What follows belongs to an exercise in optimizing a design on an open flow for small area, a short achievable clock period and few clock cycles per item; a production flow would make more cautious choices.
Function was checked by simulation only, so behaviour that the tests miss may differ from the original.
No activity file was given, so power comes from the tool's default toggle rates.

--- flow/config.mk ---
export PLATFORM = sky130hd
export DESIGN_NAME = ex_stage
export DESIGN_NICKNAME = ex_stage
export VERILOG_FILES = /design/flow/design.v
export SDC_FILE = /design/flow/constraint.sdc
export NUM_CORES = 4
export LEC_CHECK = 0
export ABC_AREA = 1
export CAP_MARGIN = 20
export CORE_MARGIN = 2
export CORE_UTILIZATION = 55
export CTS_BUF_LIST = sky130_fd_sc_hd__clkbuf_8
export SETUP_SLACK_MARGIN = 5
export SLEW_MARGIN = 20
export SYNTH_HIERARCHICAL = 1
--- flow/constraint.sdc ---
create_clock -name core_clock -period 10.0 [get_ports {clk}]
set_input_delay 2.0000 -clock core_clock [delete_from_list [all_inputs] [get_ports {clk}]]
set_output_delay 2.0000 -clock core_clock [all_outputs]
set_load 0.01 [all_outputs]
--- flow/design.v ---
package ex_pkg;
  localparam logic [3:0] OP_AND = 4'b0000;
  localparam logic [3:0] OP_OR  = 4'b0001;
  localparam logic [3:0] OP_ADD = 4'b0010;
  localparam logic [3:0] OP_XOR = 4'b0011;
  localparam logic [3:0] OP_SLL = 4'b0100;
  localparam logic [3:0] OP_SRL = 4'b0101;
  localparam logic [3:0] OP_SUB = 4'b0110;
  localparam logic [3:0] OP_SLT = 4'b0111;
  localparam logic [3:0] OP_MUL = 4'b1000;
  localparam logic [3:0] OP_NOR = 4'b1100;
  typedef enum logic {
    ST_IDLE = 1'b0,
    ST_MUL  = 1'b1
  } ex_state_e;
  localparam int unsigned DEFAULT_WIDTH = 32;
  localparam int unsigned MUL_SLICES    = DEFAULT_WIDTH / 8;
  function automatic integer mul_slices(input integer width);
    mul_slices = width / 8;
  endfunction
endpackage
import ex_pkg::*;
module ex_stage
#(
  parameter int unsigned WIDTH = 32
) (
  input  logic             clk,
  input  logic             rst,
  input  logic             in_valid,
  output logic             in_ready,
  input  logic [3:0]       operation,
  input  logic [WIDTH-1:0] op_a,
  input  logic [WIDTH-1:0] op_b,
  input  logic [4:0]       shamt,
  input  logic [4:0]       rd,
  input  logic             reg_write,
  input  logic             stall_in,
  input  logic             flush,
  output logic             out_valid,
  output logic [WIDTH-1:0] result,
  output logic             zero,
  output logic [4:0]       out_rd,
  output logic             out_reg_write,
  output logic             busy
);
  logic v0_q, v1_q;
  logic hold1_s, ld1_s, ld0_s;
  assign hold1_s  = v1_q & stall_in;
  assign ld1_s    = ~hold1_s;
  assign ld0_s    = ~(v0_q & hold1_s);
  assign in_ready = ld0_s;
  always_ff @(posedge clk) begin
    if (!rst || flush) begin
      v0_q <= 1'b0;
      v1_q <= 1'b0;
    end else begin
      if (ld0_s) v0_q <= in_valid;
      if (ld1_s) v1_q <= v0_q;
    end
  end
  logic op_mul, op_sll, op_srl, op_shift, op_sub, op_slt, op_useb;
  assign op_mul   = (operation == OP_MUL);
  assign op_sll   = (operation == OP_SLL);
  assign op_srl   = (operation == OP_SRL);
  assign op_shift = op_sll | op_srl;
  assign op_sub   = (operation == OP_SUB);
  assign op_slt   = (operation == OP_SLT);
  assign op_useb  = (operation == OP_ADD) | op_sub | op_slt | (operation == OP_AND) |
                    (operation == OP_OR) | (operation == OP_XOR) | (operation == OP_NOR);
  logic [31:0] a0_q;
  logic [11:0] one0_q, two0_q, neg0_q;
  logic        l_shift, l_other, l_mul, l_raw, l_hold;
  assign l_hold  = ~ld0_s;
  assign l_shift = ld0_s & op_shift;
  assign l_other = ld0_s & ~op_shift;
  assign l_mul   = ld0_s & op_mul;
  assign l_raw   = ld0_s & ~op_mul & ~op_shift;
  logic [31:0] b_rev, b_sh, b_pre, a_nx;
  always_comb begin
    for (int i = 0; i < 32; i++) b_rev[i] = op_b[31 - i];
    b_sh  = op_sll ? op_b : b_rev;
    b_pre = shamt[4] ? {b_sh[15:0], 16'd0} : b_sh;
  end
  assign a_nx = ({32{l_shift}} & b_pre) | ({32{l_other}} & op_a) | ({32{l_hold}} & a0_q);
  logic [11:0] one_nx, two_nx, neg_nx;
  logic [31:0] braw;
  assign braw = (op_sub | op_slt) ? ~op_b : op_b;
  always_comb begin
    for (int i = 0; i < 12; i++) begin
      logic b2, b1, bm, sel;
      b2  = op_b[2*i+1];
      b1  = op_b[2*i];
      bm  = (i == 0) ? 1'b0 : op_b[2*i-1];
      sel = (i < 8) && (shamt[3:1] == 3'(i));
      one_nx[i] = (l_mul & (b1 ^ bm)) | (l_shift & sel & ~shamt[0]) |
                  (l_raw & braw[2*i]) | (l_hold & one0_q[i]);
      two_nx[i] = (l_mul & ((b2 & ~b1 & ~bm) | (~b2 & b1 & bm))) |
                  (l_shift & sel & shamt[0]) | (l_hold & two0_q[i]);
      neg_nx[i] = (l_mul & b2) | (l_raw & braw[2*i+1]) | (l_hold & neg0_q[i]);
    end
  end
  logic [3:0] wone, wtwo, wneg;
  always_comb begin
    for (int k = 0; k < 4; k++) begin
      logic b2, b1, bm;
      b2 = op_b[2*(12+k)+1];
      b1 = op_b[2*(12+k)];
      bm = op_b[2*(12+k)-1];
      wone[k] = b1 ^ bm;
      wtwo[k] = (b2 & ~b1 & ~bm) | (~b2 & b1 & bm);
      wneg[k] = b2;
    end
  end
  logic [7:0] wpp12;
  logic [5:0] wpp13;
  logic [3:0] wpp14;
  logic       wpp15_0, wpp15_1;
  logic [7:0] a8_sh;
  assign a8_sh   = {op_a[6:0], 1'b0};
  assign wpp12   = ({8{wone[0]}} & op_a[7:0] | {8{wtwo[0]}} & a8_sh[7:0]) ^ {8{wneg[0]}};
  assign wpp13   = ({6{wone[1]}} & op_a[5:0] | {6{wtwo[1]}} & a8_sh[5:0]) ^ {6{wneg[1]}};
  assign wpp14   = ({4{wone[2]}} & op_a[3:0] | {4{wtwo[2]}} & a8_sh[3:0]) ^ {4{wneg[2]}};
  assign wpp15_0 = wone[3] & op_a[0];
  assign wpp15_1 = (wone[3] & (op_a[1] ^ (wneg[3] & op_a[0]))) | (wtwo[3] & op_a[0]);
  logic [7:0] wt_x, wt_y;
  wire whs22, whc22;
  ex_ha u_wha22 (.a(wpp12[4]), .b(wpp13[2]), .s(whs22), .co(whc22));
  wire whs23, whc23;
  ex_ha u_wha23 (.a(wpp12[5]), .b(wpp13[3]), .s(whs23), .co(whc23));
  wire wfs198, wfc198;
  ex_fa u_wfa198 (.a(wpp12[6]), .b(wpp13[4]), .c(wpp14[2]), .s(wfs198), .co(wfc198));
  wire wfs199, wfc199;
  ex_fa u_wfa199 (.a(wpp12[7]), .b(wpp13[5]), .c(wpp14[3]), .s(wfs199), .co(wfc199));
  wire whs24, whc24;
  ex_ha u_wha24 (.a(wpp12[2]), .b(wpp13[0]), .s(whs24), .co(whc24));
  wire whs25, whc25;
  ex_ha u_wha25 (.a(wpp12[3]), .b(wpp13[1]), .s(whs25), .co(whc25));
  wire wfs200, wfc200;
  ex_fa u_wfa200 (.a(whs22), .b(wpp14[0]), .c(wneg[2]), .s(wfs200), .co(wfc200));
  wire wfs201, wfc201;
  ex_fa u_wfa201 (.a(whc22), .b(whs23), .c(wpp14[1]), .s(wfs201), .co(wfc201));
  wire wfs202, wfc202;
  ex_fa u_wfa202 (.a(whc23), .b(wfs198), .c(wpp15_0), .s(wfs202), .co(wfc202));
  wire wfs203, wfc203;
  ex_fa u_wfa203 (.a(wfc198), .b(wfs199), .c(wpp15_1), .s(wfs203), .co(wfc203));
  assign wt_x = {wfc202, wfc201, wfc200, whc25, whc24, whs24, wpp12[1], wpp12[0]};
  assign wt_y = {wfs203, wfs202, wfs201, wfs200, whs25, wneg[1], 1'b0, wneg[0]};
  logic [7:0] w_in;
  assign w_in = op_mul ? (wt_x + wt_y) : (op_useb ? braw[31:24] : 8'd0);
  logic [7:0]  w0_q;
  logic [3:0]  op0_q;
  logic [4:0]  rd0_q;
  logic        rw0_q;
  always_ff @(posedge clk) begin
    a0_q   <= a_nx;
    one0_q <= one_nx;
    two0_q <= two_nx;
    neg0_q <= neg_nx;
  end
  always_ff @(posedge clk) begin
    if (ld0_s) begin
      w0_q   <= w_in;
      op0_q  <= operation;
      rd0_q  <= rd;
      rw0_q  <= reg_write;
    end
  end
  logic [31:0] b0_raw;
  always_comb begin
    for (int i = 0; i < 12; i++) begin
      b0_raw[2*i]   = one0_q[i];
      b0_raw[2*i+1] = neg0_q[i];
    end
    b0_raw[31:24] = w0_q;
  end
  logic [31:0] a_sh;
  assign a_sh = {a0_q[30:0], 1'b0};
  logic [31:0] pp0;
  logic [29:0] pp1;
  logic [27:0] pp2;
  logic [25:0] pp3;
  logic [23:0] pp4;
  logic [21:0] pp5;
  logic [19:0] pp6;
  logic [17:0] pp7;
  logic [15:0] pp8;
  logic [13:0] pp9;
  logic [11:0] pp10;
  logic [9:0]  pp11;
  logic [11:0] bone, btwo, bneg;
  assign bone = one0_q;
  assign btwo = two0_q;
  assign bneg = neg0_q;
  assign pp0  = ({32{bone[0]}}  & a0_q[31:0]  | {32{btwo[0]}}  & a_sh[31:0])  ^ {32{bneg[0]}};
  assign pp1  = ({30{bone[1]}}  & a0_q[29:0]  | {30{btwo[1]}}  & a_sh[29:0])  ^ {30{bneg[1]}};
  assign pp2  = ({28{bone[2]}}  & a0_q[27:0]  | {28{btwo[2]}}  & a_sh[27:0])  ^ {28{bneg[2]}};
  assign pp3  = ({26{bone[3]}}  & a0_q[25:0]  | {26{btwo[3]}}  & a_sh[25:0])  ^ {26{bneg[3]}};
  assign pp4  = ({24{bone[4]}}  & a0_q[23:0]  | {24{btwo[4]}}  & a_sh[23:0])  ^ {24{bneg[4]}};
  assign pp5  = ({22{bone[5]}}  & a0_q[21:0]  | {22{btwo[5]}}  & a_sh[21:0])  ^ {22{bneg[5]}};
  assign pp6  = ({20{bone[6]}}  & a0_q[19:0]  | {20{btwo[6]}}  & a_sh[19:0])  ^ {20{bneg[6]}};
  assign pp7  = ({18{bone[7]}}  & a0_q[17:0]  | {18{btwo[7]}}  & a_sh[17:0])  ^ {18{bneg[7]}};
  assign pp8  = ({16{bone[8]}}  & a0_q[15:0]  | {16{btwo[8]}}  & a_sh[15:0])  ^ {16{bneg[8]}};
  assign pp9  = ({14{bone[9]}}  & a0_q[13:0]  | {14{btwo[9]}}  & a_sh[13:0])  ^ {14{bneg[9]}};
  assign pp10 = ({12{bone[10]}} & a0_q[11:0]  | {12{btwo[10]}} & a_sh[11:0])  ^ {12{bneg[10]}};
  assign pp11 = ({10{bone[11]}} & a0_q[9:0]   | {10{btwo[11]}} & a_sh[9:0])   ^ {10{bneg[11]}};
  logic [31:0] tree_x, tree_y;
  wire hs0, hc0;
  ex_ha u_ha0 (.a(pp0[16]), .b(pp1[14]), .s(hs0), .co(hc0));
  wire hs1, hc1;
  ex_ha u_ha1 (.a(pp0[17]), .b(pp1[15]), .s(hs1), .co(hc1));
  wire fs0, fc0;
  ex_fa u_fa0 (.a(pp0[18]), .b(pp1[16]), .c(pp2[14]), .s(fs0), .co(fc0));
  wire hs2, hc2;
  ex_ha u_ha2 (.a(pp3[12]), .b(pp4[10]), .s(hs2), .co(hc2));
  wire fs1, fc1;
  ex_fa u_fa1 (.a(pp0[19]), .b(pp1[17]), .c(pp2[15]), .s(fs1), .co(fc1));
  wire hs3, hc3;
  ex_ha u_ha3 (.a(pp3[13]), .b(pp4[11]), .s(hs3), .co(hc3));
  wire fs2, fc2;
  ex_fa u_fa2 (.a(pp0[20]), .b(pp1[18]), .c(pp2[16]), .s(fs2), .co(fc2));
  wire fs3, fc3;
  ex_fa u_fa3 (.a(pp3[14]), .b(pp4[12]), .c(pp5[10]), .s(fs3), .co(fc3));
  wire hs4, hc4;
  ex_ha u_ha4 (.a(pp6[8]), .b(pp7[6]), .s(hs4), .co(hc4));
  wire fs4, fc4;
  ex_fa u_fa4 (.a(pp0[21]), .b(pp1[19]), .c(pp2[17]), .s(fs4), .co(fc4));
  wire fs5, fc5;
  ex_fa u_fa5 (.a(pp3[15]), .b(pp4[13]), .c(pp5[11]), .s(fs5), .co(fc5));
  wire hs5, hc5;
  ex_ha u_ha5 (.a(pp6[9]), .b(pp7[7]), .s(hs5), .co(hc5));
  wire fs6, fc6;
  ex_fa u_fa6 (.a(pp0[22]), .b(pp1[20]), .c(pp2[18]), .s(fs6), .co(fc6));
  wire fs7, fc7;
  ex_fa u_fa7 (.a(pp3[16]), .b(pp4[14]), .c(pp5[12]), .s(fs7), .co(fc7));
  wire fs8, fc8;
  ex_fa u_fa8 (.a(pp6[10]), .b(pp7[8]), .c(pp8[6]), .s(fs8), .co(fc8));
  wire hs6, hc6;
  ex_ha u_ha6 (.a(pp9[4]), .b(pp10[2]), .s(hs6), .co(hc6));
  wire fs9, fc9;
  ex_fa u_fa9 (.a(pp0[23]), .b(pp1[21]), .c(pp2[19]), .s(fs9), .co(fc9));
  wire fs10, fc10;
  ex_fa u_fa10 (.a(pp3[17]), .b(pp4[15]), .c(pp5[13]), .s(fs10), .co(fc10));
  wire fs11, fc11;
  ex_fa u_fa11 (.a(pp6[11]), .b(pp7[9]), .c(pp8[7]), .s(fs11), .co(fc11));
  wire hs7, hc7;
  ex_ha u_ha7 (.a(pp9[5]), .b(pp10[3]), .s(hs7), .co(hc7));
  wire fs12, fc12;
  ex_fa u_fa12 (.a(pp0[24]), .b(pp1[22]), .c(pp2[20]), .s(fs12), .co(fc12));
  wire fs13, fc13;
  ex_fa u_fa13 (.a(pp3[18]), .b(pp4[16]), .c(pp5[14]), .s(fs13), .co(fc13));
  wire fs14, fc14;
  ex_fa u_fa14 (.a(pp6[12]), .b(pp7[10]), .c(pp8[8]), .s(fs14), .co(fc14));
  wire fs15, fc15;
  ex_fa u_fa15 (.a(pp9[6]), .b(pp10[4]), .c(pp11[2]), .s(fs15), .co(fc15));
  wire fs16, fc16;
  ex_fa u_fa16 (.a(pp0[25]), .b(pp1[23]), .c(pp2[21]), .s(fs16), .co(fc16));
  wire fs17, fc17;
  ex_fa u_fa17 (.a(pp3[19]), .b(pp4[17]), .c(pp5[15]), .s(fs17), .co(fc17));
  wire fs18, fc18;
  ex_fa u_fa18 (.a(pp6[13]), .b(pp7[11]), .c(pp8[9]), .s(fs18), .co(fc18));
  wire fs19, fc19;
  ex_fa u_fa19 (.a(pp9[7]), .b(pp10[5]), .c(pp11[3]), .s(fs19), .co(fc19));
  wire fs20, fc20;
  ex_fa u_fa20 (.a(pp0[26]), .b(pp1[24]), .c(pp2[22]), .s(fs20), .co(fc20));
  wire fs21, fc21;
  ex_fa u_fa21 (.a(pp3[20]), .b(pp4[18]), .c(pp5[16]), .s(fs21), .co(fc21));
  wire fs22, fc22;
  ex_fa u_fa22 (.a(pp6[14]), .b(pp7[12]), .c(pp8[10]), .s(fs22), .co(fc22));
  wire fs23, fc23;
  ex_fa u_fa23 (.a(pp9[8]), .b(pp10[6]), .c(pp11[4]), .s(fs23), .co(fc23));
  wire fs24, fc24;
  ex_fa u_fa24 (.a(pp0[27]), .b(pp1[25]), .c(pp2[23]), .s(fs24), .co(fc24));
  wire fs25, fc25;
  ex_fa u_fa25 (.a(pp3[21]), .b(pp4[19]), .c(pp5[17]), .s(fs25), .co(fc25));
  wire fs26, fc26;
  ex_fa u_fa26 (.a(pp6[15]), .b(pp7[13]), .c(pp8[11]), .s(fs26), .co(fc26));
  wire fs27, fc27;
  ex_fa u_fa27 (.a(pp9[9]), .b(pp10[7]), .c(pp11[5]), .s(fs27), .co(fc27));
  wire fs28, fc28;
  ex_fa u_fa28 (.a(pp0[28]), .b(pp1[26]), .c(pp2[24]), .s(fs28), .co(fc28));
  wire fs29, fc29;
  ex_fa u_fa29 (.a(pp3[22]), .b(pp4[20]), .c(pp5[18]), .s(fs29), .co(fc29));
  wire fs30, fc30;
  ex_fa u_fa30 (.a(pp6[16]), .b(pp7[14]), .c(pp8[12]), .s(fs30), .co(fc30));
  wire fs31, fc31;
  ex_fa u_fa31 (.a(pp9[10]), .b(pp10[8]), .c(pp11[6]), .s(fs31), .co(fc31));
  wire fs32, fc32;
  ex_fa u_fa32 (.a(pp0[29]), .b(pp1[27]), .c(pp2[25]), .s(fs32), .co(fc32));
  wire fs33, fc33;
  ex_fa u_fa33 (.a(pp3[23]), .b(pp4[21]), .c(pp5[19]), .s(fs33), .co(fc33));
  wire fs34, fc34;
  ex_fa u_fa34 (.a(pp6[17]), .b(pp7[15]), .c(pp8[13]), .s(fs34), .co(fc34));
  wire fs35, fc35;
  ex_fa u_fa35 (.a(pp9[11]), .b(pp10[9]), .c(pp11[7]), .s(fs35), .co(fc35));
  wire fs36, fc36;
  ex_fa u_fa36 (.a(pp0[30]), .b(pp1[28]), .c(pp2[26]), .s(fs36), .co(fc36));
  wire fs37, fc37;
  ex_fa u_fa37 (.a(pp3[24]), .b(pp4[22]), .c(pp5[20]), .s(fs37), .co(fc37));
  wire fs38, fc38;
  ex_fa u_fa38 (.a(pp6[18]), .b(pp7[16]), .c(pp8[14]), .s(fs38), .co(fc38));
  wire fs39, fc39;
  ex_fa u_fa39 (.a(pp9[12]), .b(pp10[10]), .c(pp11[8]), .s(fs39), .co(fc39));
  wire fs40, fc40;
  ex_fa u_fa40 (.a(pp0[31]), .b(pp1[29]), .c(pp2[27]), .s(fs40), .co(fc40));
  wire fs41, fc41;
  ex_fa u_fa41 (.a(pp3[25]), .b(pp4[23]), .c(pp5[21]), .s(fs41), .co(fc41));
  wire fs42, fc42;
  ex_fa u_fa42 (.a(pp6[19]), .b(pp7[17]), .c(pp8[15]), .s(fs42), .co(fc42));
  wire fs43, fc43;
  ex_fa u_fa43 (.a(pp9[13]), .b(pp10[11]), .c(pp11[9]), .s(fs43), .co(fc43));
  wire hs8, hc8;
  ex_ha u_ha8 (.a(pp0[10]), .b(pp1[8]), .s(hs8), .co(hc8));
  wire hs9, hc9;
  ex_ha u_ha9 (.a(pp0[11]), .b(pp1[9]), .s(hs9), .co(hc9));
  wire fs44, fc44;
  ex_fa u_fa44 (.a(pp0[12]), .b(pp1[10]), .c(pp2[8]), .s(fs44), .co(fc44));
  wire hs10, hc10;
  ex_ha u_ha10 (.a(pp3[6]), .b(pp4[4]), .s(hs10), .co(hc10));
  wire fs45, fc45;
  ex_fa u_fa45 (.a(pp0[13]), .b(pp1[11]), .c(pp2[9]), .s(fs45), .co(fc45));
  wire hs11, hc11;
  ex_ha u_ha11 (.a(pp3[7]), .b(pp4[5]), .s(hs11), .co(hc11));
  wire fs46, fc46;
  ex_fa u_fa46 (.a(pp0[14]), .b(pp1[12]), .c(pp2[10]), .s(fs46), .co(fc46));
  wire fs47, fc47;
  ex_fa u_fa47 (.a(pp3[8]), .b(pp4[6]), .c(pp5[4]), .s(fs47), .co(fc47));
  wire hs12, hc12;
  ex_ha u_ha12 (.a(pp6[2]), .b(pp7[0]), .s(hs12), .co(hc12));
  wire fs48, fc48;
  ex_fa u_fa48 (.a(pp0[15]), .b(pp1[13]), .c(pp2[11]), .s(fs48), .co(fc48));
  wire fs49, fc49;
  ex_fa u_fa49 (.a(pp3[9]), .b(pp4[7]), .c(pp5[5]), .s(fs49), .co(fc49));
  wire hs13, hc13;
  ex_ha u_ha13 (.a(pp6[3]), .b(pp7[1]), .s(hs13), .co(hc13));
  wire fs50, fc50;
  ex_fa u_fa50 (.a(hs0), .b(pp2[12]), .c(pp3[10]), .s(fs50), .co(fc50));
  wire fs51, fc51;
  ex_fa u_fa51 (.a(pp4[8]), .b(pp5[6]), .c(pp6[4]), .s(fs51), .co(fc51));
  wire fs52, fc52;
  ex_fa u_fa52 (.a(pp7[2]), .b(pp8[0]), .c(bneg[8]), .s(fs52), .co(fc52));
  wire fs53, fc53;
  ex_fa u_fa53 (.a(hc0), .b(hs1), .c(pp2[13]), .s(fs53), .co(fc53));
  wire fs54, fc54;
  ex_fa u_fa54 (.a(pp3[11]), .b(pp4[9]), .c(pp5[7]), .s(fs54), .co(fc54));
  wire fs55, fc55;
  ex_fa u_fa55 (.a(pp6[5]), .b(pp7[3]), .c(pp8[1]), .s(fs55), .co(fc55));
  wire fs56, fc56;
  ex_fa u_fa56 (.a(hc1), .b(fs0), .c(hs2), .s(fs56), .co(fc56));
  wire fs57, fc57;
  ex_fa u_fa57 (.a(pp5[8]), .b(pp6[6]), .c(pp7[4]), .s(fs57), .co(fc57));
  wire fs58, fc58;
  ex_fa u_fa58 (.a(pp8[2]), .b(pp9[0]), .c(bneg[9]), .s(fs58), .co(fc58));
  wire fs59, fc59;
  ex_fa u_fa59 (.a(fc0), .b(hc2), .c(fs1), .s(fs59), .co(fc59));
  wire fs60, fc60;
  ex_fa u_fa60 (.a(hs3), .b(pp5[9]), .c(pp6[7]), .s(fs60), .co(fc60));
  wire fs61, fc61;
  ex_fa u_fa61 (.a(pp7[5]), .b(pp8[3]), .c(pp9[1]), .s(fs61), .co(fc61));
  wire fs62, fc62;
  ex_fa u_fa62 (.a(fc1), .b(hc3), .c(fs2), .s(fs62), .co(fc62));
  wire fs63, fc63;
  ex_fa u_fa63 (.a(fs3), .b(hs4), .c(pp8[4]), .s(fs63), .co(fc63));
  wire fs64, fc64;
  ex_fa u_fa64 (.a(pp9[2]), .b(pp10[0]), .c(bneg[10]), .s(fs64), .co(fc64));
  wire fs65, fc65;
  ex_fa u_fa65 (.a(fc2), .b(fc3), .c(hc4), .s(fs65), .co(fc65));
  wire fs66, fc66;
  ex_fa u_fa66 (.a(fs4), .b(fs5), .c(hs5), .s(fs66), .co(fc66));
  wire fs67, fc67;
  ex_fa u_fa67 (.a(pp8[5]), .b(pp9[3]), .c(pp10[1]), .s(fs67), .co(fc67));
  wire fs68, fc68;
  ex_fa u_fa68 (.a(fc4), .b(fc5), .c(hc5), .s(fs68), .co(fc68));
  wire fs69, fc69;
  ex_fa u_fa69 (.a(fs6), .b(fs7), .c(fs8), .s(fs69), .co(fc69));
  wire fs70, fc70;
  ex_fa u_fa70 (.a(hs6), .b(pp11[0]), .c(bneg[11]), .s(fs70), .co(fc70));
  wire fs71, fc71;
  ex_fa u_fa71 (.a(fc6), .b(fc7), .c(fc8), .s(fs71), .co(fc71));
  wire fs72, fc72;
  ex_fa u_fa72 (.a(hc6), .b(fs9), .c(fs10), .s(fs72), .co(fc72));
  wire fs73, fc73;
  ex_fa u_fa73 (.a(fs11), .b(hs7), .c(pp11[1]), .s(fs73), .co(fc73));
  wire fs74, fc74;
  ex_fa u_fa74 (.a(fc9), .b(fc10), .c(fc11), .s(fs74), .co(fc74));
  wire fs75, fc75;
  ex_fa u_fa75 (.a(hc7), .b(fs12), .c(fs13), .s(fs75), .co(fc75));
  wire fs76, fc76;
  ex_fa u_fa76 (.a(fs14), .b(fs15), .c(w0_q[0]), .s(fs76), .co(fc76));
  wire fs77, fc77;
  ex_fa u_fa77 (.a(fc12), .b(fc13), .c(fc14), .s(fs77), .co(fc77));
  wire fs78, fc78;
  ex_fa u_fa78 (.a(fc15), .b(fs16), .c(fs17), .s(fs78), .co(fc78));
  wire fs79, fc79;
  ex_fa u_fa79 (.a(fs18), .b(fs19), .c(w0_q[1]), .s(fs79), .co(fc79));
  wire fs80, fc80;
  ex_fa u_fa80 (.a(fc16), .b(fc17), .c(fc18), .s(fs80), .co(fc80));
  wire fs81, fc81;
  ex_fa u_fa81 (.a(fc19), .b(fs20), .c(fs21), .s(fs81), .co(fc81));
  wire fs82, fc82;
  ex_fa u_fa82 (.a(fs22), .b(fs23), .c(w0_q[2]), .s(fs82), .co(fc82));
  wire fs83, fc83;
  ex_fa u_fa83 (.a(fc20), .b(fc21), .c(fc22), .s(fs83), .co(fc83));
  wire fs84, fc84;
  ex_fa u_fa84 (.a(fc23), .b(fs24), .c(fs25), .s(fs84), .co(fc84));
  wire fs85, fc85;
  ex_fa u_fa85 (.a(fs26), .b(fs27), .c(w0_q[3]), .s(fs85), .co(fc85));
  wire fs86, fc86;
  ex_fa u_fa86 (.a(fc24), .b(fc25), .c(fc26), .s(fs86), .co(fc86));
  wire fs87, fc87;
  ex_fa u_fa87 (.a(fc27), .b(fs28), .c(fs29), .s(fs87), .co(fc87));
  wire fs88, fc88;
  ex_fa u_fa88 (.a(fs30), .b(fs31), .c(w0_q[4]), .s(fs88), .co(fc88));
  wire fs89, fc89;
  ex_fa u_fa89 (.a(fc28), .b(fc29), .c(fc30), .s(fs89), .co(fc89));
  wire fs90, fc90;
  ex_fa u_fa90 (.a(fc31), .b(fs32), .c(fs33), .s(fs90), .co(fc90));
  wire fs91, fc91;
  ex_fa u_fa91 (.a(fs34), .b(fs35), .c(w0_q[5]), .s(fs91), .co(fc91));
  wire fs92, fc92;
  ex_fa u_fa92 (.a(fc32), .b(fc33), .c(fc34), .s(fs92), .co(fc92));
  wire fs93, fc93;
  ex_fa u_fa93 (.a(fc35), .b(fs36), .c(fs37), .s(fs93), .co(fc93));
  wire fs94, fc94;
  ex_fa u_fa94 (.a(fs38), .b(fs39), .c(w0_q[6]), .s(fs94), .co(fc94));
  wire fs95, fc95;
  ex_fa u_fa95 (.a(fc36), .b(fc37), .c(fc38), .s(fs95), .co(fc95));
  wire fs96, fc96;
  ex_fa u_fa96 (.a(fc39), .b(fs40), .c(fs41), .s(fs96), .co(fc96));
  wire fs97, fc97;
  ex_fa u_fa97 (.a(fs42), .b(fs43), .c(w0_q[7]), .s(fs97), .co(fc97));
  wire hs14, hc14;
  ex_ha u_ha14 (.a(pp0[6]), .b(pp1[4]), .s(hs14), .co(hc14));
  wire hs15, hc15;
  ex_ha u_ha15 (.a(pp0[7]), .b(pp1[5]), .s(hs15), .co(hc15));
  wire fs98, fc98;
  ex_fa u_fa98 (.a(pp0[8]), .b(pp1[6]), .c(pp2[4]), .s(fs98), .co(fc98));
  wire hs16, hc16;
  ex_ha u_ha16 (.a(pp3[2]), .b(pp4[0]), .s(hs16), .co(hc16));
  wire fs99, fc99;
  ex_fa u_fa99 (.a(pp0[9]), .b(pp1[7]), .c(pp2[5]), .s(fs99), .co(fc99));
  wire hs17, hc17;
  ex_ha u_ha17 (.a(pp3[3]), .b(pp4[1]), .s(hs17), .co(hc17));
  wire fs100, fc100;
  ex_fa u_fa100 (.a(hs8), .b(pp2[6]), .c(pp3[4]), .s(fs100), .co(fc100));
  wire fs101, fc101;
  ex_fa u_fa101 (.a(pp4[2]), .b(pp5[0]), .c(bneg[5]), .s(fs101), .co(fc101));
  wire fs102, fc102;
  ex_fa u_fa102 (.a(hc8), .b(hs9), .c(pp2[7]), .s(fs102), .co(fc102));
  wire fs103, fc103;
  ex_fa u_fa103 (.a(pp3[5]), .b(pp4[3]), .c(pp5[1]), .s(fs103), .co(fc103));
  wire fs104, fc104;
  ex_fa u_fa104 (.a(hc9), .b(fs44), .c(hs10), .s(fs104), .co(fc104));
  wire fs105, fc105;
  ex_fa u_fa105 (.a(pp5[2]), .b(pp6[0]), .c(bneg[6]), .s(fs105), .co(fc105));
  wire fs106, fc106;
  ex_fa u_fa106 (.a(fc44), .b(hc10), .c(fs45), .s(fs106), .co(fc106));
  wire fs107, fc107;
  ex_fa u_fa107 (.a(hs11), .b(pp5[3]), .c(pp6[1]), .s(fs107), .co(fc107));
  wire fs108, fc108;
  ex_fa u_fa108 (.a(fc45), .b(hc11), .c(fs46), .s(fs108), .co(fc108));
  wire fs109, fc109;
  ex_fa u_fa109 (.a(fs47), .b(hs12), .c(bneg[7]), .s(fs109), .co(fc109));
  wire fs110, fc110;
  ex_fa u_fa110 (.a(fc46), .b(fc47), .c(hc12), .s(fs110), .co(fc110));
  wire fs111, fc111;
  ex_fa u_fa111 (.a(fs48), .b(fs49), .c(hs13), .s(fs111), .co(fc111));
  wire fs112, fc112;
  ex_fa u_fa112 (.a(fc48), .b(fc49), .c(hc13), .s(fs112), .co(fc112));
  wire fs113, fc113;
  ex_fa u_fa113 (.a(fs50), .b(fs51), .c(fs52), .s(fs113), .co(fc113));
  wire fs114, fc114;
  ex_fa u_fa114 (.a(fc50), .b(fc51), .c(fc52), .s(fs114), .co(fc114));
  wire fs115, fc115;
  ex_fa u_fa115 (.a(fs53), .b(fs54), .c(fs55), .s(fs115), .co(fc115));
  wire fs116, fc116;
  ex_fa u_fa116 (.a(fc53), .b(fc54), .c(fc55), .s(fs116), .co(fc116));
  wire fs117, fc117;
  ex_fa u_fa117 (.a(fs56), .b(fs57), .c(fs58), .s(fs117), .co(fc117));
  wire fs118, fc118;
  ex_fa u_fa118 (.a(fc56), .b(fc57), .c(fc58), .s(fs118), .co(fc118));
  wire fs119, fc119;
  ex_fa u_fa119 (.a(fs59), .b(fs60), .c(fs61), .s(fs119), .co(fc119));
  wire fs120, fc120;
  ex_fa u_fa120 (.a(fc59), .b(fc60), .c(fc61), .s(fs120), .co(fc120));
  wire fs121, fc121;
  ex_fa u_fa121 (.a(fs62), .b(fs63), .c(fs64), .s(fs121), .co(fc121));
  wire fs122, fc122;
  ex_fa u_fa122 (.a(fc62), .b(fc63), .c(fc64), .s(fs122), .co(fc122));
  wire fs123, fc123;
  ex_fa u_fa123 (.a(fs65), .b(fs66), .c(fs67), .s(fs123), .co(fc123));
  wire fs124, fc124;
  ex_fa u_fa124 (.a(fc65), .b(fc66), .c(fc67), .s(fs124), .co(fc124));
  wire fs125, fc125;
  ex_fa u_fa125 (.a(fs68), .b(fs69), .c(fs70), .s(fs125), .co(fc125));
  wire fs126, fc126;
  ex_fa u_fa126 (.a(fc68), .b(fc69), .c(fc70), .s(fs126), .co(fc126));
  wire fs127, fc127;
  ex_fa u_fa127 (.a(fs71), .b(fs72), .c(fs73), .s(fs127), .co(fc127));
  wire fs128, fc128;
  ex_fa u_fa128 (.a(fc71), .b(fc72), .c(fc73), .s(fs128), .co(fc128));
  wire fs129, fc129;
  ex_fa u_fa129 (.a(fs74), .b(fs75), .c(fs76), .s(fs129), .co(fc129));
  wire fs130, fc130;
  ex_fa u_fa130 (.a(fc74), .b(fc75), .c(fc76), .s(fs130), .co(fc130));
  wire fs131, fc131;
  ex_fa u_fa131 (.a(fs77), .b(fs78), .c(fs79), .s(fs131), .co(fc131));
  wire fs132, fc132;
  ex_fa u_fa132 (.a(fc77), .b(fc78), .c(fc79), .s(fs132), .co(fc132));
  wire fs133, fc133;
  ex_fa u_fa133 (.a(fs80), .b(fs81), .c(fs82), .s(fs133), .co(fc133));
  wire fs134, fc134;
  ex_fa u_fa134 (.a(fc80), .b(fc81), .c(fc82), .s(fs134), .co(fc134));
  wire fs135, fc135;
  ex_fa u_fa135 (.a(fs83), .b(fs84), .c(fs85), .s(fs135), .co(fc135));
  wire fs136, fc136;
  ex_fa u_fa136 (.a(fc83), .b(fc84), .c(fc85), .s(fs136), .co(fc136));
  wire fs137, fc137;
  ex_fa u_fa137 (.a(fs86), .b(fs87), .c(fs88), .s(fs137), .co(fc137));
  wire fs138, fc138;
  ex_fa u_fa138 (.a(fc86), .b(fc87), .c(fc88), .s(fs138), .co(fc138));
  wire fs139, fc139;
  ex_fa u_fa139 (.a(fs89), .b(fs90), .c(fs91), .s(fs139), .co(fc139));
  wire fs140, fc140;
  ex_fa u_fa140 (.a(fc89), .b(fc90), .c(fc91), .s(fs140), .co(fc140));
  wire fs141, fc141;
  ex_fa u_fa141 (.a(fs92), .b(fs93), .c(fs94), .s(fs141), .co(fc141));
  wire fs142, fc142;
  ex_fa u_fa142 (.a(fc92), .b(fc93), .c(fc94), .s(fs142), .co(fc142));
  wire fs143, fc143;
  ex_fa u_fa143 (.a(fs95), .b(fs96), .c(fs97), .s(fs143), .co(fc143));
  wire hs18, hc18;
  ex_ha u_ha18 (.a(pp0[4]), .b(pp1[2]), .s(hs18), .co(hc18));
  wire hs19, hc19;
  ex_ha u_ha19 (.a(pp0[5]), .b(pp1[3]), .s(hs19), .co(hc19));
  wire fs144, fc144;
  ex_fa u_fa144 (.a(hs14), .b(pp2[2]), .c(pp3[0]), .s(fs144), .co(fc144));
  wire fs145, fc145;
  ex_fa u_fa145 (.a(hc14), .b(hs15), .c(pp2[3]), .s(fs145), .co(fc145));
  wire fs146, fc146;
  ex_fa u_fa146 (.a(hc15), .b(fs98), .c(hs16), .s(fs146), .co(fc146));
  wire fs147, fc147;
  ex_fa u_fa147 (.a(fc98), .b(hc16), .c(fs99), .s(fs147), .co(fc147));
  wire fs148, fc148;
  ex_fa u_fa148 (.a(fc99), .b(hc17), .c(fs100), .s(fs148), .co(fc148));
  wire fs149, fc149;
  ex_fa u_fa149 (.a(fc100), .b(fc101), .c(fs102), .s(fs149), .co(fc149));
  wire fs150, fc150;
  ex_fa u_fa150 (.a(fc102), .b(fc103), .c(fs104), .s(fs150), .co(fc150));
  wire fs151, fc151;
  ex_fa u_fa151 (.a(fc104), .b(fc105), .c(fs106), .s(fs151), .co(fc151));
  wire fs152, fc152;
  ex_fa u_fa152 (.a(fc106), .b(fc107), .c(fs108), .s(fs152), .co(fc152));
  wire fs153, fc153;
  ex_fa u_fa153 (.a(fc108), .b(fc109), .c(fs110), .s(fs153), .co(fc153));
  wire fs154, fc154;
  ex_fa u_fa154 (.a(fc110), .b(fc111), .c(fs112), .s(fs154), .co(fc154));
  wire fs155, fc155;
  ex_fa u_fa155 (.a(fc112), .b(fc113), .c(fs114), .s(fs155), .co(fc155));
  wire fs156, fc156;
  ex_fa u_fa156 (.a(fc114), .b(fc115), .c(fs116), .s(fs156), .co(fc156));
  wire fs157, fc157;
  ex_fa u_fa157 (.a(fc116), .b(fc117), .c(fs118), .s(fs157), .co(fc157));
  wire fs158, fc158;
  ex_fa u_fa158 (.a(fc118), .b(fc119), .c(fs120), .s(fs158), .co(fc158));
  wire fs159, fc159;
  ex_fa u_fa159 (.a(fc120), .b(fc121), .c(fs122), .s(fs159), .co(fc159));
  wire fs160, fc160;
  ex_fa u_fa160 (.a(fc122), .b(fc123), .c(fs124), .s(fs160), .co(fc160));
  wire fs161, fc161;
  ex_fa u_fa161 (.a(fc124), .b(fc125), .c(fs126), .s(fs161), .co(fc161));
  wire fs162, fc162;
  ex_fa u_fa162 (.a(fc126), .b(fc127), .c(fs128), .s(fs162), .co(fc162));
  wire fs163, fc163;
  ex_fa u_fa163 (.a(fc128), .b(fc129), .c(fs130), .s(fs163), .co(fc163));
  wire fs164, fc164;
  ex_fa u_fa164 (.a(fc130), .b(fc131), .c(fs132), .s(fs164), .co(fc164));
  wire fs165, fc165;
  ex_fa u_fa165 (.a(fc132), .b(fc133), .c(fs134), .s(fs165), .co(fc165));
  wire fs166, fc166;
  ex_fa u_fa166 (.a(fc134), .b(fc135), .c(fs136), .s(fs166), .co(fc166));
  wire fs167, fc167;
  ex_fa u_fa167 (.a(fc136), .b(fc137), .c(fs138), .s(fs167), .co(fc167));
  wire fs168, fc168;
  ex_fa u_fa168 (.a(fc138), .b(fc139), .c(fs140), .s(fs168), .co(fc168));
  wire fs169, fc169;
  ex_fa u_fa169 (.a(fc140), .b(fc141), .c(fs142), .s(fs169), .co(fc169));
  wire hs20, hc20;
  ex_ha u_ha20 (.a(pp0[2]), .b(pp1[0]), .s(hs20), .co(hc20));
  wire hs21, hc21;
  ex_ha u_ha21 (.a(pp0[3]), .b(pp1[1]), .s(hs21), .co(hc21));
  wire fs170, fc170;
  ex_fa u_fa170 (.a(hs18), .b(pp2[0]), .c(bneg[2]), .s(fs170), .co(fc170));
  wire fs171, fc171;
  ex_fa u_fa171 (.a(hc18), .b(hs19), .c(pp2[1]), .s(fs171), .co(fc171));
  wire fs172, fc172;
  ex_fa u_fa172 (.a(hc19), .b(fs144), .c(bneg[3]), .s(fs172), .co(fc172));
  wire fs173, fc173;
  ex_fa u_fa173 (.a(fc144), .b(fs145), .c(pp3[1]), .s(fs173), .co(fc173));
  wire fs174, fc174;
  ex_fa u_fa174 (.a(fc145), .b(fs146), .c(bneg[4]), .s(fs174), .co(fc174));
  wire fs175, fc175;
  ex_fa u_fa175 (.a(fc146), .b(fs147), .c(hs17), .s(fs175), .co(fc175));
  wire fs176, fc176;
  ex_fa u_fa176 (.a(fc147), .b(fs148), .c(fs101), .s(fs176), .co(fc176));
  wire fs177, fc177;
  ex_fa u_fa177 (.a(fc148), .b(fs149), .c(fs103), .s(fs177), .co(fc177));
  wire fs178, fc178;
  ex_fa u_fa178 (.a(fc149), .b(fs150), .c(fs105), .s(fs178), .co(fc178));
  wire fs179, fc179;
  ex_fa u_fa179 (.a(fc150), .b(fs151), .c(fs107), .s(fs179), .co(fc179));
  wire fs180, fc180;
  ex_fa u_fa180 (.a(fc151), .b(fs152), .c(fs109), .s(fs180), .co(fc180));
  wire fs181, fc181;
  ex_fa u_fa181 (.a(fc152), .b(fs153), .c(fs111), .s(fs181), .co(fc181));
  wire fs182, fc182;
  ex_fa u_fa182 (.a(fc153), .b(fs154), .c(fs113), .s(fs182), .co(fc182));
  wire fs183, fc183;
  ex_fa u_fa183 (.a(fc154), .b(fs155), .c(fs115), .s(fs183), .co(fc183));
  wire fs184, fc184;
  ex_fa u_fa184 (.a(fc155), .b(fs156), .c(fs117), .s(fs184), .co(fc184));
  wire fs185, fc185;
  ex_fa u_fa185 (.a(fc156), .b(fs157), .c(fs119), .s(fs185), .co(fc185));
  wire fs186, fc186;
  ex_fa u_fa186 (.a(fc157), .b(fs158), .c(fs121), .s(fs186), .co(fc186));
  wire fs187, fc187;
  ex_fa u_fa187 (.a(fc158), .b(fs159), .c(fs123), .s(fs187), .co(fc187));
  wire fs188, fc188;
  ex_fa u_fa188 (.a(fc159), .b(fs160), .c(fs125), .s(fs188), .co(fc188));
  wire fs189, fc189;
  ex_fa u_fa189 (.a(fc160), .b(fs161), .c(fs127), .s(fs189), .co(fc189));
  wire fs190, fc190;
  ex_fa u_fa190 (.a(fc161), .b(fs162), .c(fs129), .s(fs190), .co(fc190));
  wire fs191, fc191;
  ex_fa u_fa191 (.a(fc162), .b(fs163), .c(fs131), .s(fs191), .co(fc191));
  wire fs192, fc192;
  ex_fa u_fa192 (.a(fc163), .b(fs164), .c(fs133), .s(fs192), .co(fc192));
  wire fs193, fc193;
  ex_fa u_fa193 (.a(fc164), .b(fs165), .c(fs135), .s(fs193), .co(fc193));
  wire fs194, fc194;
  ex_fa u_fa194 (.a(fc165), .b(fs166), .c(fs137), .s(fs194), .co(fc194));
  wire fs195, fc195;
  ex_fa u_fa195 (.a(fc166), .b(fs167), .c(fs139), .s(fs195), .co(fc195));
  wire fs196, fc196;
  ex_fa u_fa196 (.a(fc167), .b(fs168), .c(fs141), .s(fs196), .co(fc196));
  wire fs197, fc197;
  ex_fa u_fa197 (.a(fc168), .b(fs169), .c(fs143), .s(fs197), .co(fc197));
  assign tree_x = {fc196, fc195, fc194, fc193, fc192, fc191, fc190, fc189, fc188, fc187, fc186, fc185, fc184, fc183, fc182, fc181, fc180, fc179, fc178, fc177, fc176, fc175, fc174, fc173, fc172, fc171, fc170, hc21, hc20, hs20, pp0[1], pp0[0]};
  assign tree_y = {fs197, fs196, fs195, fs194, fs193, fs192, fs191, fs190, fs189, fs188, fs187, fs186, fs185, fs184, fs183, fs182, fs181, fs180, fs179, fs178, fs177, fs176, fs175, fs174, fs173, fs172, fs171, fs170, hs21, bneg[1], 1'b0, bneg[0]};
  logic [31:0] hp, hg, hp_rev;
  assign hp = tree_x ^ tree_y;
  assign hg = tree_x & tree_y;
  always_comb begin
    for (int i = 0; i < 32; i++) hp_rev[i] = hp[31 - i];
  end
  logic [31:0] ap, ag;
  assign ap = a0_q ^ b0_raw;
  assign ag = a0_q & b0_raw;
  logic [31:0] sg [0:5];
  logic [31:0] sp [0:5];
  logic        lt;
  always_comb begin
    sg[0] = {1'b0, ag[30:1], ag[0] | ap[0]};
    sp[0] = {1'b1, ap[30:1], 1'b0};
    for (int l = 0; l < 5; l++) begin
      sg[l+1] = 32'd0;
      sp[l+1] = 32'd0;
      for (int j = 0; j < (16 >> l); j++) begin
        sg[l+1][j] = sg[l][2*j+1] | (sp[l][2*j+1] & sg[l][2*j]);
        sp[l+1][j] = sp[l][2*j+1] & sp[l][2*j];
      end
    end
    lt = ap[31] ? ~sg[5][0] : a0_q[31];
  end
  logic [31:0] p1_q, g1_q;
  logic s_tree, s_srl, s_ap, s_addsub, s_ag, s_or, s_nor, s_slt, s_hold;
  assign s_hold   = ~ld1_s;
  assign s_tree   = ld1_s & ((op0_q == OP_MUL) | (op0_q == OP_SLL));
  assign s_srl    = ld1_s & (op0_q == OP_SRL);
  assign s_addsub = ld1_s & ((op0_q == OP_ADD) | (op0_q == OP_SUB));
  assign s_ap     = s_addsub | (ld1_s & (op0_q == OP_XOR));
  assign s_ag     = ld1_s & (op0_q == OP_AND);
  assign s_or     = ld1_s & (op0_q == OP_OR);
  assign s_nor    = ld1_s & (op0_q == OP_NOR);
  assign s_slt    = ld1_s & (op0_q == OP_SLT);
  logic        is_sub;
  logic [31:0] aps, ags;
  assign is_sub = (op0_q == OP_SUB);
  assign aps    = {ap[31:1], ap[0] ^ is_sub};
  assign ags    = {ag[31:1], ag[0] | (is_sub & ap[0])};
  logic [31:0] p_nx, g_nx;
  assign p_nx = ({32{s_tree}} & hp) | ({32{s_srl}} & hp_rev) | ({32{s_ap}} & aps) |
                ({32{s_ag}} & ag) | ({32{s_or}} & (ap | ag)) | ({32{s_nor}} & ~(ap | ag)) |
                {31'd0, s_slt & lt} | ({32{s_hold}} & p1_q);
  assign g_nx = ({32{s_tree}} & hg) | ({32{s_addsub}} & ags) | ({32{s_hold}} & g1_q);
  logic [4:0]  rd1_q;
  logic        rw1_q;
  always_ff @(posedge clk) begin
    p1_q <= p_nx;
    g1_q <= g_nx;
  end
  always_ff @(posedge clk) begin
    if (ld1_s) begin
      rd1_q <= rd0_q;
      rw1_q <= rw0_q;
    end
  end
  logic [31:0] hg0, hpp0, hgk [0:4], hpk [0:4];
  logic [31:0] gall, cy;
  always_comb begin
    hg0  = g1_q;
    hpp0 = p1_q;
    hgk[0] = hg0;
    hpk[0] = hpp0;
    for (int i = 1; i < 32; i += 2) begin
      hgk[0][i] = hg0[i] | (hpp0[i] & hg0[i-1]);
      hpk[0][i] = hpp0[i] & hpp0[i-1];
    end
    for (int l = 1; l < 5; l++) begin
      hgk[l] = hgk[l-1];
      hpk[l] = hpk[l-1];
      for (int i = 1; i < 32; i += 2) begin
        if (i - (1 << l) >= 0) begin
          hgk[l][i] = hgk[l-1][i] | (hpk[l-1][i] & hgk[l-1][i - (1 << l)]);
          hpk[l][i] = hpk[l-1][i] & hpk[l-1][i - (1 << l)];
        end
      end
    end
    gall = hgk[4];
    for (int i = 2; i < 32; i += 2)
      gall[i] = hg0[i] | (hpp0[i] & hgk[4][i-1]);
    cy = {gall[30:0], 1'b0};
  end
  logic [31:0] zterm;
  assign zterm = p1_q ^ {p1_q[30:0] | g1_q[30:0], 1'b0};
  assign result        = p1_q ^ cy;
  assign zero          = ~|zterm;
  assign out_valid     = v1_q;
  assign out_rd        = rd1_q;
  assign out_reg_write = rw1_q;
  assign busy          = v0_q;
endmodule
module ex_fa (
  input  logic a,
  input  logic b,
  input  logic c,
  output logic s,
  output logic co
);
  assign s  = a ^ b ^ c;
  assign co = (a & b) | (a & c) | (b & c);
endmodule
module ex_ha (
  input  logic a,
  input  logic b,
  output logic s,
  output logic co
);
  assign s  = a ^ b;
  assign co = a & b;
endmodule
--- flow/flow/run.sh ---
#!/bin/bash
# The standard layout; the port buffers use the smallest buffer cell
# (every input and output port still gets its own buffer).
set -euo pipefail
bash standard.sh "BUFFER_PORTS_ARGS=-buffer_cell sky130_fd_sc_hd__buf_1" finish > flow_make.log 2>&1
--- flow/standard.sh ---
#!/bin/bash
# synth_recipe.tcl (not shown) runs the flow's synth.tcl, then flattens the netlist and writes it again
# the make line also repeats each setting of config.mk as NAME=value (left out here)
make -C /OpenROAD-flow-scripts/flow DESIGN_CONFIG=/design/flow/config.mk WORK_HOME=/design/flow/orfs CLKGATE_MAP_FILE= SYNTH_SCRIPT=/design/flow/synth_recipe.tcl "${@:-finish}"
==> results of run 1 <==
-- Yosys cell counts, types with 40 or more instances --
master,n
fa_1,205
o221ai_1,53
dfxtp_1,133
xor2_1,335
nand2_1,305
clkbuf_1,106
o21ai_0,103
buf_2,40
a21oi_1,90
inv_1,208
o22ai_1,280
nor2_1,114
ha_1,143
-- layout by cell type (no fill, tap or decap), types with 3 or more instances in the layout --
cell,count
inv_8,4
nor4_1,5
xor2_1,335
ha_1,143
a221oi_1,5
inv_1,195
inv_2,14
nand3_1,30
nor3_1,3
edfxtp_1,24
nand3b_1,8
a21oi_1,89
o21a_1,3
or2_2,3
o2111ai_1,21
dfxtp_1,124
o211ai_1,35
buf_6,3
o221ai_1,53
o22ai_1,280
a22oi_1,33
xnor2_1,13
clkbuf_8,17
clkinv_2,5
nand4_1,20
dfxtp_2,9
nor2_1,113
buf_4,78
fa_1,204
a211oi_1,7
inv_6,5
buf_1,122
nand2_1,305
nor2_2,4
clkinv_1,8
o21ai_0,101
clkinvlp_4,22
-- Yosys stat by module (local to each module, per instance) --
module    flip-flops and latches  cell area (um2)  copies in the design  cells inside
ex_stage                     157            15700                     1          2179
ex_fa                          0             20.0                   204             1
ex_ha                          0             12.5                    26             1
-- metrics by stage --
step | power, mW | hold slack [ps] | setup slack, ps | instance area (um2) | utilization, %
final | 8.70 | 432 | 4990 | 21600 | 59.7
after global routing | 9.20 | 448 | 5000 | 21600 | 59.7
after CTS | 8.39 | 433 | 5040 | 21100 | 58.3
after detailed placement | 7.78 | 406 | 4400 | 20700 | 57.1
after global placement | 7.70 | 401 | 4440 | 20700 | 57.1
after floorplan | 4.96 | 400 | 5070 | 20100 | -
-- flip-flops by register name, indices dropped and copies added, names as in the netlist --
| signal | flops |
|---|---|
| v0_q | 1 |
| rw1_q | 1 |
| p1_q | 32 |
| one0_q | 12 |
| rw0_q | 1 |
| rd0_q | 5 |
| w0_q | 8 |
| v1_q | 1 |
| rd1_q | 5 |
| op0_q | 4 |
| two0_q | 12 |
| a0_q | 32 |
| neg0_q | 12 |
| g1_q | 31 |
-- layer usage --
metal  share of wire [%]  up-vias  global-route usage [%]
li1                    -     8367                       -
met1                  38     9468                    58.3
met2                  41     1608                    63.4
met3                  14      387                    12.4
met4                 7.2        4                    25.8
met5                0.15        -                       0
-- cell families after synthesis --
group	count (synthesis)	synth area share [%]
compound gates	638	20.2
fa+ha+maj	348	29.3
xor+xnor	349	15.2
buf+inv	417	8.10
flops	157	16.8
simple gates	500	10.3
-- final cells by class --
type                            count  area [um2]  area share [%]
Timing Repair inverter              7        47.5           0.220
Timing Repair Buffer              208        1130            5.23
Tap cell                          468         586            2.70
Sequential cell                   157        3390            15.7
Clock inverter                     15         173           0.798
Clock buffer                       17         234            1.08
Multi-Input combinational cell   1835       15100            69.8
Inverter                          239         970            4.48
-- repair_timing --
item	4_1_cts	5_1_grt
endpoints found under the setup margin	2	19
resized for setup	10	37
setup buffers	0	45
gates cloned	0	7
-- worst max-delay path: cells and delay by family, from the launching register on --
family | cells | cell delay [ps]
adders and majority gates | 6 | 2910
AOI/OAI and AO/OA | 3 | 620
DFF | 1 | 600
buffers and inverters | 1 | 540
xor gates and xnor gates | 1 | 210
-- power by group --
| group | internal (mW) | total (mW) | switching (mW) |
|---|---|---|---|
| Sequential | 0.767 | 0.963 | 0.197 |
| Combinational | 2.85 | 7.21 | 4.36 |
| Clock | 0.211 | 0.523 | 0.311 |
-- worst min path at each step --
stage | slack [ps] | end | depth (start not counted) | startpoint
floorplan | 400 | rd1_q[0]$_DFFE_PN_ | 0 | rd0_q[0]$_DFFE_PN_
global placement | 400 | rd1_q[3]$_DFFE_PN_ | 0 | rd0_q[3]$_DFFE_PN_
detailed placement | 410 | rd1_q[4]$_DFFE_PN_ | 0 | rd0_q[4]$_DFFE_PN_
CTS | 430 | rd1_q[4]$_DFFE_PN_ | 0 | rd0_q[4]$_DFFE_PN_
global route | 450 | rd1_q[3]$_DFFE_PN_ | 0 | rd0_q[3]$_DFFE_PN_
finish | 430 | rd1_q[4]$_DFFE_PN_ | 0 | rd0_q[4]$_DFFE_PN_
==> metrics.csv, run 1 <==
metric,value,unit
status,no timing/DRC/antenna violations,
grt_pass1_vias,19300,
fill_cells,3430,
drt_iter0_drc,2902,
htreeDepth,4,
route.detailed.drc,0,
gp_congestion,0.974,
synth_top_area_share,20.4,%
final_antenna_net_count,0,
cp_cell_sequence,clkinvlp_2 > o22ai_1 > xor2_1 > fa_1 > fa_1 > fa_1 > fa_1 > fa_1 > ha_1 > a21oi_1 > o211ai_1,
period_minus_slack,5010,ps
drive_above_1_share,7.63,%
dieArea,38100,um2
r2r_cells,11,
io_buffer_count,125,
syn2layout_area_growth,7.75,%
grt_start_max_net_pins,88,
yosysTopAreaCell,fa_1,
setup_viol,0,
clockBufferDepth,2,
via_count,19800,
drv_cap,0,
diodes,0,
grt_usage,43.8,%
worstHoldPathType,reg -> reg,
finalHoldViolCount,0,
p_per_area,402,nW/um2
synth_edf_count,24,
arrival,5370,ps
routed_wl,85100,um
clockRootBuffer,clkbuf_8,
ys_seq_area_share,16.8,%
viasPerCell,6.73,
synth_seq_cells,157,
worstMarginPinSlew,1070,ps
die_height,195,um
initial_utilization,55.4,%
slowest_delay,630,ps
ys_types,46,
postSynth.asyncResetShare,0,%
worstReg2RegStart,a0_q[19]$_DFF_P_,
cp_slowest_cell,fa_1,
syn_area_per_cell,8.34,um2
place_inst,2862,
max_slew_margin,28.3,%
wire_per_inst,28.9,um
max_freq,200,MHz
insertion_delay,510,ps
syn_area,20100,um2
fin_tns_setup,0,ps
vdd_ir_drop_max,0.503,mV
grt_pass1_wl,124000,um
hpwl,60500,um
skew,32.2,ps
crit_path_frequent_cell,fa_1,
ctsHoldBuffers,0,
clkTransAtPathRegs,110,ps
grt_setup_unrepaired,no,
crit_path_end,p1_q[25]$_DFF_P_,
die_x,195,um
reg2reg_setup_slack,4990,ps
yosysWarnings,11,
crit_start,a0_q[19]$_DFF_P_,
reg2reg_to,p1_q[25]$_DFF_P_,
syn_inst,2409,
io_pins,126,
grt-ovfl-total,0,
cts_buffers,17,
post-route-period-util,50.1,%
ys.flop_type,dfxtp_1,
syn-num-nets,2841,
synth.area.top_cells,"fa_1, xor2_1, dfxtp_1, ha_1, o22ai_1",
first_pass_iters,9,
worst_setup_path_start_kind,flop,
cts.sinks,157,
final_nets,2897,
cp.required,10370,ps
power_leakage,9.30,nW
critPathKind,reg -> reg,
core,36300,um2
final_cells,2946,
cp_max_fo,5,
antenna_found_initial,0,
slew_viol_final,0,
placementRows,70,
cp-end-kind,flop,
cts_tree,built,
Testbench counts, summed over its fixed seeds: cycles 13,329, items 12,000.
==> run 2, diff against run 1 <==
--- a/flow/config.mk
+++ b/flow/config.mk
@@ -8,8 +8,9 @@
 export ABC_AREA = 1
 export CAP_MARGIN = 20
 export CORE_MARGIN = 2
-export CORE_UTILIZATION = 55
+export CORE_UTILIZATION = 40
 export CTS_BUF_LIST = sky130_fd_sc_hd__clkbuf_8
+export PLACE_DENSITY = 0.72
 export SETUP_SLACK_MARGIN = 5
 export SLEW_MARGIN = 20
 export SYNTH_HIERARCHICAL = 1
==> metrics.csv, run 2 <==
metric,value,unit
io_pins,126,
syn2layout_area_growth,7.48,%
critPathBufInv,4,
syn-num-nets,2841,
initial_utilization,40.3,%
final_antenna_net_count,0,
syn_inst,2409,
first_pass_iters,8,
syn_area_per_cell,8.34,um2
skew,20.0,ps
via_count,19500,
cts_tree,built,
drive_above_1_share,5.66,%
worst_setup_path_start_kind,input port,
placementRows,82,
post-route-period-util,49.2,%
hpwl,58700,um
worstHoldPathType,reg -> reg,
grt_pass1_wl,122000,um
max_freq,203,MHz
postSynth.asyncResetShare,0,%
antenna_found_initial,2,
drv_cap,0,
crit_path_frequent_cell,buf_1,
io_buffer_count,125,
ys.flop_type,dfxtp_1,
clockBufferDepth,2,
period_minus_slack,4920,ps
p_per_area,383,nW/um2
status,no timing/DRC/antenna violations,
fin_tns_setup,0,ps
dieArea,52000,um2
cp_slowest_cell,bufinv_16,
slew_viol_final,0,
die_x,228,um
power_leakage,9.16,nW
routed_wl,82400,um
final_nets,2859,
arrival,2920,ps
syn_area,20100,um2
synth_seq_cells,157,
cp_top_family,buffers and inverters,
finalHoldViolCount,0,
ctsHoldBuffers,0,
htreeDepth,4,
worstMarginPinSlew,1150,ps
synth_edf_count,24,
yosysMostFrequentCell,xor2_1,
insertion_delay,500,ps
mostFrequentLayoutCell,xor2_1,
route.detailed.drc,0,
die_height,228,um
yosysWarnings,11,
gp_congestion,0.995,
cts_buffers,17,
vdd_ir_drop_max,0.522,mV
critPathKind,in -> out,
grt_start_max_net_pins,58,
cp_cell_sequence,buf_1 > nand2_1 > buf_12 > nor2_4 > bufinv_16 > buf_1,
grt_pass1_vias,18900,
synth.top_cells.by_count,"xor2_1, nand2_1, o22ai_1",
cts.sinks,157,
setup_viol,0,
top_regs,"a0_q: 32 flops, p1_q: 32 flops, g1_q: 31 flops",
viasPerCell,6.25,
wire_per_inst,26.5,um
cp.required,8000,ps
clockRootBuffer,clkbuf_8,
place_area,20900,um2
final_cell_mix,"xor2_1, nand2_1, o22ai_1, fa_1, inv_1",
ys_types,46,
cp_max_fo,25,
cp-end-kind,output pin,
synth.area.top_cells,"fa_1, xor2_1, dfxtp_1, ha_1, o22ai_1",
drt_iter0_drc,3033,
fin_area,21600,um2
grt_usage,30.6,%
synth_top_area_share,20.4,%
core,49900,um2
clkTransAtPathRegs,90,ps
slowest_delay,250,ps
grt-ovfl-total,0,
ys_seq_area_share,16.8,%
yosysTopAreaCell,fa_1,
max_slew_margin,23.3,%
grt_setup_unrepaired,yes,
==> run 2: cell families after synthesis <==
logic type / Yosys count / share of synthesized area [%]
DFF: 157 / 16.8
adders and majority gates: 348 / 29.3
buffers and inverters: 417 / 8.10
AOI/OAI and AO/OA: 638 / 20.2
and+or+nand+nor: 500 / 10.3
xor gates and xnor gates: 349 / 15.2
==> run 2: per-module statistics from Yosys, one instance, submodules excluded <==
module / area [um2] / cells inside
ex_fa: 20.0 / 1
ex_ha: 12.5 / 1
ex_stage: 15700 / 2179
==> run 2: through the flow <==
stage	util, %	power (mW)	worst slack [ps]	cells	hold WS [ps]
floorplan	-	4.96	5070	2409	400
global placement	41.9	7.45	4280	3056	404
detailed placement	41.9	7.50	4300	3056	406
CTS	42.8	8.03	4960	3091	430
global route	43.3	8.83	4970	3113	434
finish	43.3	8.26	5080	3113	433
==> run 2: cell type report <==
class                           instances  area, um2
Tap cell                              672        841
Inverter                              239        982
Multi-Input combinational cell       1835      15100
Clock inverter                         14        144
Fill cell                            5022      28300
Timing Repair inverter                  7       53.8
Antenna cell                            1       2.50
Timing Repair Buffer                  170        828
Sequential cell                       157       3390
Clock buffer                           18        248
==> run 2: timing repair <==
item,in CTS,in global routing
pin swaps,0,1
cloned,0,7
setup buffers,3,14
endpoints found under the setup margin,29,20
resized for setup,13,30
==> run 2: final timing paths <==
kind,start,endpoint,slack (ps),cells past startpoint
min reg2reg,rd0_q[4]$_DFFE_PN_,rd1_q[4]$_DFFE_PN_,430,0
max,stall_in,in_ready,5080,6
min,rd0_q[4]$_DFFE_PN_,rd1_q[4]$_DFFE_PN_,430,0
max reg2reg,a0_q[13]$_DFF_P_,p1_q[8]$_DFF_P_,5090,11
==> run 2: routing by layer <==
metal  up-vias  share of wire (%)  wire length, um  GRT usage, %
met5         -              0.030               25             0
met4         2                3.9             3200          10.8
met3       243                 14            11800          9.78
met2      1553                 40            33100          42.9
met1      9355                 42            34200          43.7
li1       8308                  -                -             -
==> run 2: report_power, final <==
| group | total [mW] | switching [mW] | internal [mW] |
|---|---|---|---|
| clock network | 0.498 | 0.269 | 0.229 |
| registers | 0.954 | 0.188 | 0.766 |
| logic | 6.81 | 4.09 | 2.71 |
| total | 8.26 | 4.55 | 3.71 |
==> run 3, diff against run 2 <==
==> flow/flow/run.sh (replaced) <==
#!/bin/bash
# The standard layout; the port buffers use the smallest buffer cell
# (every input and output port still gets its own buffer).
set -euo pipefail
bash standard.sh SETUP_SLACK_MARGIN=5.25 "BUFFER_PORTS_ARGS=-buffer_cell sky130_fd_sc_hd__buf_1" finish > flow_make.log 2>&1
--- a/flow/config.mk
+++ b/flow/config.mk
@@ -11,6 +11,5 @@
 export CORE_UTILIZATION = 40
 export CTS_BUF_LIST = sky130_fd_sc_hd__clkbuf_8
 export PLACE_DENSITY = 0.72
-export SETUP_SLACK_MARGIN = 5
 export SLEW_MARGIN = 20
 export SYNTH_HIERARCHICAL = 1
==> metrics.csv, run 3 <==
metric,value,unit
synth_top_area_share,20.4,%
drt_iter0_drc,2906,
drv_cap,0,
antenna_found_initial,1,
max_slew_margin,30.8,%
wire_per_inst,26.7,um
die_height,228,um
ys_seq_area_share,16.8,%
grt_pass1_vias,19200,
worst_setup_path_start_kind,input port,
power_leakage,9.44,nW
ctsHoldBuffers,0,
synth.area.top_cells,"fa_1, xor2_1, dfxtp_1, ha_1, o22ai_1",
place_area,20900,um2
route.detailed.drc,0,
yosysWarnings,11,
final_nets,2899,
vdd_ir_drop_max,0.575,mV
htreeDepth,4,
power,8.51,mW
grt-ovfl-total,0,
ys_types,46,
io_pins,126,
top_regs,"a0_q: 32 flops, p1_q: 32 flops, g1_q: 31 flops",
initial_utilization,40.3,%
die_x,228,um
skew,19.0,ps
grt_setup_unrepaired,no,
dieArea,52000,um2
cp.required,8000,ps
via_count,20000,
first_pass_iters,7,
yosysTopAreaCell,fa_1,
worstHoldPathType,reg -> reg,
max_freq,210,MHz
postSynth.asyncResetShare,0,%
arrival,2750,ps
grt_start_max_net_pins,58,
mostFrequentLayoutCell,xor2_1,
syn_area_per_cell,8.34,um2
hpwl,58700,um
core,49900,um2
syn-num-nets,2841,
pwr-share-comb,82.9,%
cts.sinks,157,
final_cell_mix,"xor2_1, nand2_1, o22ai_1, fa_1, inv_1",
final_antenna_net_count,0,
cp_max_fo,4,
wl_met1,34000,um
cp-end-kind,output pin,
synth_edf_count,24,
worstMarginPinSlew,1040,ps
gp_congestion,0.995,
io_buffer_count,125,
post-route-period-util,47.5,%
p_sw_share,54.7,%
p_per_area,383,nW/um2
p_clk_share,5.8,%
finalHoldViolCount,0,
syn2layout_area_growth,10.7,%
routed_wl,84300,um
cts_buffers,17,
clockBufferDepth,2,
placementRows,82,
switchingPower,4.65,mW
seqPwrFrac,11.3,%
clockRootBuffer,clkbuf_8,
met3_length,12300,um
viasPerCell,6.34,
routed.top_layer,met5,
drive_above_1_share,9.48,%
synth.top_cells.by_count,"xor2_1, nand2_1, o22ai_1",
period_minus_slack,4750,ps
critPathKind,in -> out,
fin_area,22200,um2
wl_met2,34000,um
syn_inst,2409,
insertion_delay,500,ps
p_int,3.86,mW
cts_tree,built,
grt_usage,31.3,%
fin_tns_setup,0,ps
setup_viol,0,
whs,434,ps
ys.flop_type,dfxtp_1,
diodes,0,
yosysMostFrequentCell,xor2_1,
slew_viol_final,0,
clkTransAtPathRegs,90,ps
status,no timing/DRC/antenna violations,
grt_pass1_wl,124000,um
syn_area,20100,um2
synth_seq_cells,157,
-- run 3: logic make-up after synthesis --
group	Yosys count	synth area share (%)
adder cells (fa/ha/maj)	348	29.3
XOR/XNOR	349	15.2
buffers and inverters	417	8.10
AO/OA/AOI/OAI	638	20.2
flip-flops	157	16.8
AND/OR/NAND/NOR	500	10.3
-- run 3: area by class of cell --
class,count,area (um2)
Clock buffer,18,248
Clock inverter,14,144
Fill cell,4938,27600
Inverter,239,1050
Multi-Input combinational cell,1835,15200
Sequential cell,157,3410
Tap cell,672,841
Timing Repair Buffer,206,1230
Timing Repair inverter,11,85.1
-- run 3: worst max-delay path, cell delays in order --
cell,delay [ps]
clkbuf_2,110
nand2_4,70
buf_12,130
nor2_4,110
bufinv_16,200
clkbuf_2,120
-- run 3: power by group through the flow --
stage	clock network, mW	logic [mW]	registers (mW)
floorplan	0	4.10	0.856
global placement	0	6.51	0.946
finish	0.498	7.05	0.959
detailed placement	0	6.54	0.953
CTS	0.501	6.61	0.944
global route	0.527	7.54	0.969
-- run 3: path summary, 6_finish.rpt --
path | startpoint | to | slack, ps | cells after the start
setup / recovery | stall_in | in_ready | 5250 | 6
hold / removal | rw0_q$_DFFE_PN_ | rw1_q$_DFFE_PN_ | 430 | 0
setup reg to reg | one0_q[5]$_DFF_P_ | p1_q[10]$_DFF_P_ | 5280 | 13
hold reg to reg | rw0_q$_DFFE_PN_ | rw1_q$_DFFE_PN_ | 430 | 0
-- run 3: repair_timing --
item,4_1_cts,5_1_grt
gates resized for setup,45,99
setup buffers,17,35
setup endpoints to repair,54,38
pin swaps,1,12
gates cloned,8,4
-- run 3: routing by layer --
metal,vias up,track usage [%]
met3,291,11.4
met2,1674,43.7
li1,8398,-
met5,-,1.29
met4,4,12.2
met1,9627,43.5
-- run 3: through the flow --
step / util (%) / setup WS (ps) / instances
2_1_floorplan: - / 5070 / 2409
6_report: 44.6 / 5250 / 3152
3_3_place_gp: 41.9 / 4280 / 3056
3_5_place_dp: 41.9 / 4300 / 3056
5_1_grt: 44.6 / 5230 / 3152
4_1_cts: 43.3 / 5130 / 3113
-- run 3: modules after synthesis (local to each module, per instance) --
module,cells inside,copies in the design
ex_fa,1,204
ex_ha,1,26
ex_stage,2179,1

-- re-timing with driven ports --
Ports are ideal in the flow. The routed layouts listed here were re-timed in OpenROAD.
Step 1 sets driving cells, clkbuf_16 on the clock port and buf_2 on the other inputs (assumed; they add their load-dependent delay and slew).
Step 2 moves the port delays by t, midway between the first and last clock arrival at a register: inputs arrive t later, outputs are due t later. That takes back most of the time a late clock gives input paths.
Slacks: ideal / step 1 / step 2; pairs: ideal / step 1.
| run | shift t [ns] | slack for setup (ns) | hold WS [ns] | worst setup path at the end | worst slew at a driven data input, ns |
|---|---|---|---|---|---|
| run 1 | 0.545 | 4.995 / 4.995 / 4.769 | 0.432 / 0.432 / 0.432 | input to register | 0.04 |
| run 2 | 0.541 | 5.080 / 5.055 / 4.743 | 0.433 / 0.433 / 0.433 | input to register | 0.06 |
| run 3 | 0.544 | 5.249 / 5.222 / 4.911 | 0.434 / 0.434 / 0.434 | input to register | 0.07 |
After both steps setup and hold are still met in every run listed. The setup slack of run 3, which loses most, moves by -0.027 ns with the drivers and by -0.338 ns with both steps.
